From an optimization exercise on the open Yosys and OpenROAD flow, aimed at small area; shortcuts taken in it are not production practice. Only simulation tests tie the RTL to the original design; equivalence was not proved. Power figures rest on the tool's default switching activity, not on a simulated workload. No driver is modelled on the clock port, so clocking that relies on it looks cheaper here than on a real chip.

== job 9557 ==
==> flow/design.v (excerpt) <==
module palette_mapper
#(
    parameter int CODE_W  = palette_pkg::CODE_W,
    parameter int ENTRIES = 64,
    parameter int CHAN_W  = palette_pkg::CHAN_W
) (
    input  logic                Clk,
    input  logic                Reset_n,
    input  logic                pix_valid,
    input  logic                blank,
    input  logic [CODE_W-1:0]   colorcode,
    input  logic [1:0]          dim,
    input  logic                wr_en,
    input  logic [CODE_W-1:0]   wr_addr,
    input  logic [3*CHAN_W-1:0] wr_rgb,
    output logic                out_valid,
    output logic [CHAN_W-1:0]   VGA_R,
    output logic [CHAN_W-1:0]   VGA_G,
    output logic [CHAN_W-1:0]   VGA_B
);
    logic                valid1_r;
    logic                show1_r;    
    logic [CODE_W-1:0]   code1_r;
    logic [1:0]          dim1_r;
    logic [3*CHAN_W-1:0] rd_rgb_s;
    logic [CHAN_W-1:0]   r_s;
    logic [CHAN_W-1:0]   g_s;
    logic [CHAN_W-1:0]   b_s;
    palette_regfile #(
        .ENTRIES (ENTRIES),
        .CODE_W  (CODE_W),
        .CHAN_W  (CHAN_W)
    ) u_regfile (
        .clk     (Clk),
        .rst_n   (Reset_n),
        .wr_en   (wr_en),
        .wr_addr (wr_addr),
        .wr_rgb  (wr_rgb),
        .rd_addr (code1_r),
        .rd_rgb  (rd_rgb_s)
    );
    always_ff @(posedge Clk) begin
        valid1_r <= Reset_n & pix_valid;
        show1_r  <= Reset_n & pix_valid & ~blank;
        code1_r  <= colorcode;
        dim1_r   <= dim;
    end
    always_comb begin
        r_s = rd_rgb_s[3*CHAN_W-1 -: CHAN_W] >> dim1_r;
        g_s = rd_rgb_s[2*CHAN_W-1 -: CHAN_W] >> dim1_r;
        b_s = rd_rgb_s[CHAN_W-1   -: CHAN_W] >> dim1_r;
    end
    always_ff @(posedge Clk) begin
        out_valid <= Reset_n & valid1_r;
        VGA_R     <= (Reset_n & show1_r) ? r_s : '0;
  ...
Settings: LEC_CHECK=0, CAP_MARGIN=12, CORE_MARGIN=2, CORE_UTILIZATION=60, CTS_CLUSTER_DIAMETER=100, CTS_CLUSTER_SIZE=30, GPL_ROUTABILITY_DRIVEN=0, SLEW_MARGIN=12, SYNTH_HIERARCHICAL=1; clock period 5.0 ns.
standard.sh (not shown) runs the stock make flow with config.mk's settings and CLKGATE_MAP_FILE= SYNTH_SCRIPT=/design/flow/synth_recipe.tcl, a recipe that flattens the netlist after the stock synthesis.
==> flow/flow/run.sh <==
#!/bin/bash
# The standard layout (standard.sh, unchanged synthesis), with two changes:
#  - the port buffers are the smallest buffer, sky130_fd_sc_hd__buf_1;
#  - the clock tree is built without dummy loads;
#  - timing-driven global placement does not keep its trial buffers.
# standard.sh's full output goes to standard.log here; ORFS keeps each step's log under orfs/logs.
set -o pipefail
export BUFFER_PORTS_ARGS="-buffer_cell sky130_fd_sc_hd__buf_1"
export GPL_KEEP_OVERFLOW=0
export CTS_ARGS="-sink_clustering_enable -repair_clock_nets -sink_clustering_size 30 -sink_clustering_max_diameter 100 -dont_use_dummy_load"
bash standard.sh > standard.log 2>&1
> inputs changed (job 9557 -> job 1232)
Settings: changing SLEW_MARGIN from 12 to 20; changing CORE_UTILIZATION from 60 to 68; changing CTS_CLUSTER_SIZE from 30 to 25; changing CAP_MARGIN from 12 to 20; removing GPL_ROUTABILITY_DRIVEN (formerly 0).
==> flow/run.sh (new file) <==
#!/bin/bash
# synth_recipe.tcl (not shown) runs the flow's synth.tcl, then flattens the netlist and writes it again
# the make line also repeats each setting of config.mk as NAME=value (left out here)
make -C /OpenROAD-flow-scripts/flow DESIGN_CONFIG=/design/flow/config.mk WORK_HOME=/design/flow/orfs CLKGATE_MAP_FILE= SYNTH_SCRIPT=/design/flow/synth_recipe.tcl finish
removed: flow/flow/run.sh
removed: flow/standard.sh
--- outcome ---
- Job 1232 vs. job 9557: power attributed to sequential cells about even; post-layout minimum cycle time decreased by 0.33 ns relative to the old numbers; worst setup skew after layout went down by 0.026 ns.
- Job 9557 → job 1232: final design area excluding fillers now sits higher; worst hold slack now sits higher; horizontal die dimension now sits lower; routing usage on met2 now sits higher.
- For filler cell count in the final layout, dividing the value from job 9557 by the value from job 1232 gives 1.3.
- Going from job 9557 to job 1232, the global-route usage was found to have gone up by 5.6 points.
## Diff of input files: job 7274 against job 1232
Settings: setting GPL_TIMING_DRIVEN to 0 for the first time; changing CORE_UTILIZATION from 68 to 60.
Results
- Status job 7274: flow complete, layout not clean - negative setup slack
- Job 7274 vs. job 1232: final cell count has decreased; combinational share of power moved down; number of vias per cell after detailed routing went down; worst relative slew slack climbed 9.1 points; final wirelength fell by about 6%.

========
== run 1 ==
Starting RTL as in the previous note.
make LEC_CHECK=0 CAP_MARGIN=5 CORE_MARGIN=2 CORE_UTILIZATION=60 CTS_CLUSTER_DIAMETER=100 CTS_CLUSTER_SIZE=25 SLEW_MARGIN=5 SYNTH_HIERARCHICAL=1 finish   # period 5.0 ns
run.sh (not shown) runs the stock make flow with config.mk's settings and CLKGATE_MAP_FILE= SYNTH_SCRIPT=/design/flow/synth_recipe.tcl, a recipe that flattens the netlist after the stock synthesis.
Stock flow here: none of the scripts above is used.
Run 1 finished every stage; the final checks, however, were not passed, the failures being max-capacitance violations, max-slew violations.
#### Input delta (run 2 over run 1)
Settings: CAP_MARGIN now 20, was 5; SLEW_MARGIN now 20, was 5.
==> flow/flow/run.sh (new file) <==
#!/bin/bash
# The standard layout (standard.sh, unchanged synthesis), with two changes:
#  - the port buffers are the smallest buffer, sky130_fd_sc_hd__buf_1;
#  - the clock tree is built without dummy loads;
#  - timing-driven global placement does not keep its trial buffers.
# standard.sh's full output goes to standard.log here; ORFS keeps each step's log under orfs/logs.
set -o pipefail
export BUFFER_PORTS_ARGS="-buffer_cell sky130_fd_sc_hd__buf_1"
export GPL_KEEP_OVERFLOW=0
export CTS_ARGS="-sink_clustering_enable -repair_clock_nets -sink_clustering_size 25 -sink_clustering_max_diameter 100 -dont_use_dummy_load"
bash standard.sh > standard.log 2>&1
==> flow/standard.sh (new file) <==
#!/bin/bash
# synth_recipe.tcl (not shown) runs the flow's synth.tcl, then flattens the netlist and writes it again
# the make line also repeats each setting of config.mk as NAME=value (left out here)
make -C /OpenROAD-flow-scripts/flow DESIGN_CONFIG=/design/flow/config.mk WORK_HOME=/design/flow/orfs CLKGATE_MAP_FILE= SYNTH_SCRIPT=/design/flow/synth_recipe.tcl "${@:-finish}"
removed: flow/run.sh
Notes after the runs:
- Routed wire length, run 2 vs run 1: up slightly
- Looking only at number of antenna cells inserted, and setting everything else aside, the lower value of run 1 and run 2 goes to run 2.
- Run 2 reports a lower clock network fraction of total power than run 1 does.
- Run 2 -> run 1: power consumed by sequential cells flat
- Side by side, met2 track demand over resource in global routing turned out higher in run 2 than in run 1.
- The higher worst setup slack came out of run 2.
- The final layout from run 2, which completed every stage, passed the timing, design-rule and antenna checks at the end of the flow.
- Measured against each other, run 1 and run 2 differ in combinational power, the lower figure coming from run 2.
- Per the comparison of run 2 with run 1, sequential share of layout area picked up an extra 1.4 points, clock-buffer cell count dropped about 2.7%.
#### Input delta (run 3 over run 2)
Settings: swapping 60 for 52 in CORE_UTILIZATION.
Notes after the runs:
Of the two values seen for end point of the critical path, VGA_R[0] was produced by run 3 and VGA_R[4] by run 2.
Compared run 3 vs run 2, and minimum setup slack in the final design is down in run 3.
Run 3: utilization 8.1 points below run 2
Run 3 against run 2; routed length on met2 is down by a few percent.
Relative to run 3, the following input files were edited for run 4:
Settings: CORE_UTILIZATION now 60, was 52; SLEW_MARGIN now 12, was 20; CTS_CLUSTER_SIZE now 30, was 25; CAP_MARGIN now 12, was 20.
diff --git a/flow/flow/run.sh b/flow/flow/run.sh
--- a/flow/flow/run.sh
+++ b/flow/flow/run.sh
@@ -10 +10 @@
-export CTS_ARGS="-sink_clustering_enable -repair_clock_nets -sink_clustering_size 25 -sink_clustering_max_diameter 100 -dont_use_dummy_load"
+export CTS_ARGS="-sink_clustering_enable -repair_clock_nets -sink_clustering_size 30 -sink_clustering_max_diameter 100 -dont_use_dummy_load"
[run 4] number of buffers added by the clock tree synthesis step fell about 20% relative to run 3
Met3 usage, run 4 and run 3: larger value in run 4
Comparing starting density of the core for run 4 and run 3, the bigger number came from run 4.
All of run 4 and run 3 finish clean.
Of run 4 and run 3, it is run 4 that has the higher clock slew seen by the registers of the worst setup and hold paths.
Relative to run 3, number of stages on the worst setup path has increased by 1 in run 4.
Largest stage delay on the critical path: run 4 and run 3 compared, higher one is run 4
Compared with run 3, run 4 shows a initial antenna violation count that is 2 lower.
Per the comparison of run 4 with run 3, setup slack after placement went down 0.32 ns; full die area -13%.

========
## the previous run
Starting RTL as in the previous note.
clock: 5.0 ns
lec_check: 0
cap_margin: 5
core_margin: 2
core_utilization: 60
cts_cluster_diameter: 100
cts_cluster_size: 25
slew_margin: 5
synth_hierarchical: 1
standard.sh (not shown) runs the stock make flow with config.mk's settings and CLKGATE_MAP_FILE= SYNTH_SCRIPT=/design/flow/synth_recipe.tcl, a recipe that flattens the netlist after the stock synthesis.
==> flow/flow/run.sh <==
#!/bin/bash
set -o pipefail
export BUFFER_PORTS_ARGS="-buffer_cell sky130_fd_sc_hd__buf_1"
export CTS_ARGS="-sink_clustering_enable -repair_clock_nets -sink_clustering_size 25 -sink_clustering_max_diameter 100 -dont_use_dummy_load"
bash standard.sh > standard.log 2>&1
The previous run: complete, dirty (capacitance limit, slew limit)
### the previous run -> the current run
Settings: CAP_MARGIN changed from 5 to 20; SLEW_MARGIN changed from 5 to 20.
diff --git a/flow/flow/run.sh b/flow/flow/run.sh
--- a/flow/flow/run.sh
+++ b/flow/flow/run.sh
@@ -1,0 +2,4 @@
+# The standard layout (standard.sh, unchanged synthesis), with two changes:
+#  - the port buffers are the smallest buffer, sky130_fd_sc_hd__buf_1;
+#  - the clock tree is built without dummy loads.
+# standard.sh's full output goes to standard.log here; ORFS keeps each step's log under orfs/logs.
Notes after the runs:
Comparing the current run with the previous run, the number of design rule violations left after detail routing came out essentially unchanged. Going from the previous run to the current run, maximum frequency grew by about 7%, total number of H-tree levels held steady, cell leakage power held steady. The current run vs. the previous run: share of final layout cell area taken by clock buffers and inverters has remained practically unchanged; total wire length has increased; minimum period implied by the final worst setup slack has decreased; worst setup timing slack at the placement stage has increased. The current run went all the way through the flow, and no timing, DRC or antenna check failed. From the current run to the previous run, floorplan core area did not move at all. Sort the previous run and the current run by wire length of the first global-routing pass, descending, and the current run comes first. Worst setup slack: the current run better than the previous run.

-- separate check: timing with driven ports --
In the flow no input, the clock included, has a driving cell. The finished layouts below were timed again as built, in two steps. Step 1 sets driving cells, clkbuf_16 on the clock port and buf_2 on the other inputs (assumed; they add their load-dependent delay and slew). Step 2 also shifts input and output timing later by t, the mid clock arrival at the registers, as if the neighbouring blocks saw the same clock. Slacks: ideal / step 1 / step 2; pairs: ideal / step 1.
run	t, ns	setup WS [ns]	hold slack, ns	worst register clock-pin slew, ns	worst data-port slew with drivers (ns)
job 9557	0.755	0.156 / 0.156 / 0.156	0.430 / 0.387 / 0.445	0.12 / 0.12	0.07
job 1232	0.736	0.484 / 0.484 / 0.484	0.445 / 0.445 / 0.445	0.11 / 0.11	0.13
job 7274	0.721	-0.147 / -0.147 / -0.147	0.440 / 0.440 / 0.440	0.10 / 0.10	0.08
run 1	0.740	0.378 / 0.378 / 0.378	0.447 / 0.447 / 0.447	0.10 / 0.10	0.09
run 2	0.722	0.593 / 0.593 / 0.343	0.438 / 0.391 / 0.448	0.11 / 0.11	0.07
run 3	0.733	0.162 / 0.162 / 0.162	0.417 / 0.375 / 0.447	0.11 / 0.11	0.07
run 4	0.748	0.302 / 0.302 / 0.302	0.416 / 0.371 / 0.446	0.12 / 0.12	0.07
the previous run	0.717	0.450 / 0.450 / 0.450	0.444 / 0.395 / 0.445	0.11 / 0.11	0.07
the current run	0.724	0.760 / 0.760 / 0.760	0.445 / 0.411 / 0.445	0.10 / 0.10	0.07
For run 2, which loses most, drivers alone change the setup slack by 0.000 ns; drivers and shift together by -0.250 ns.
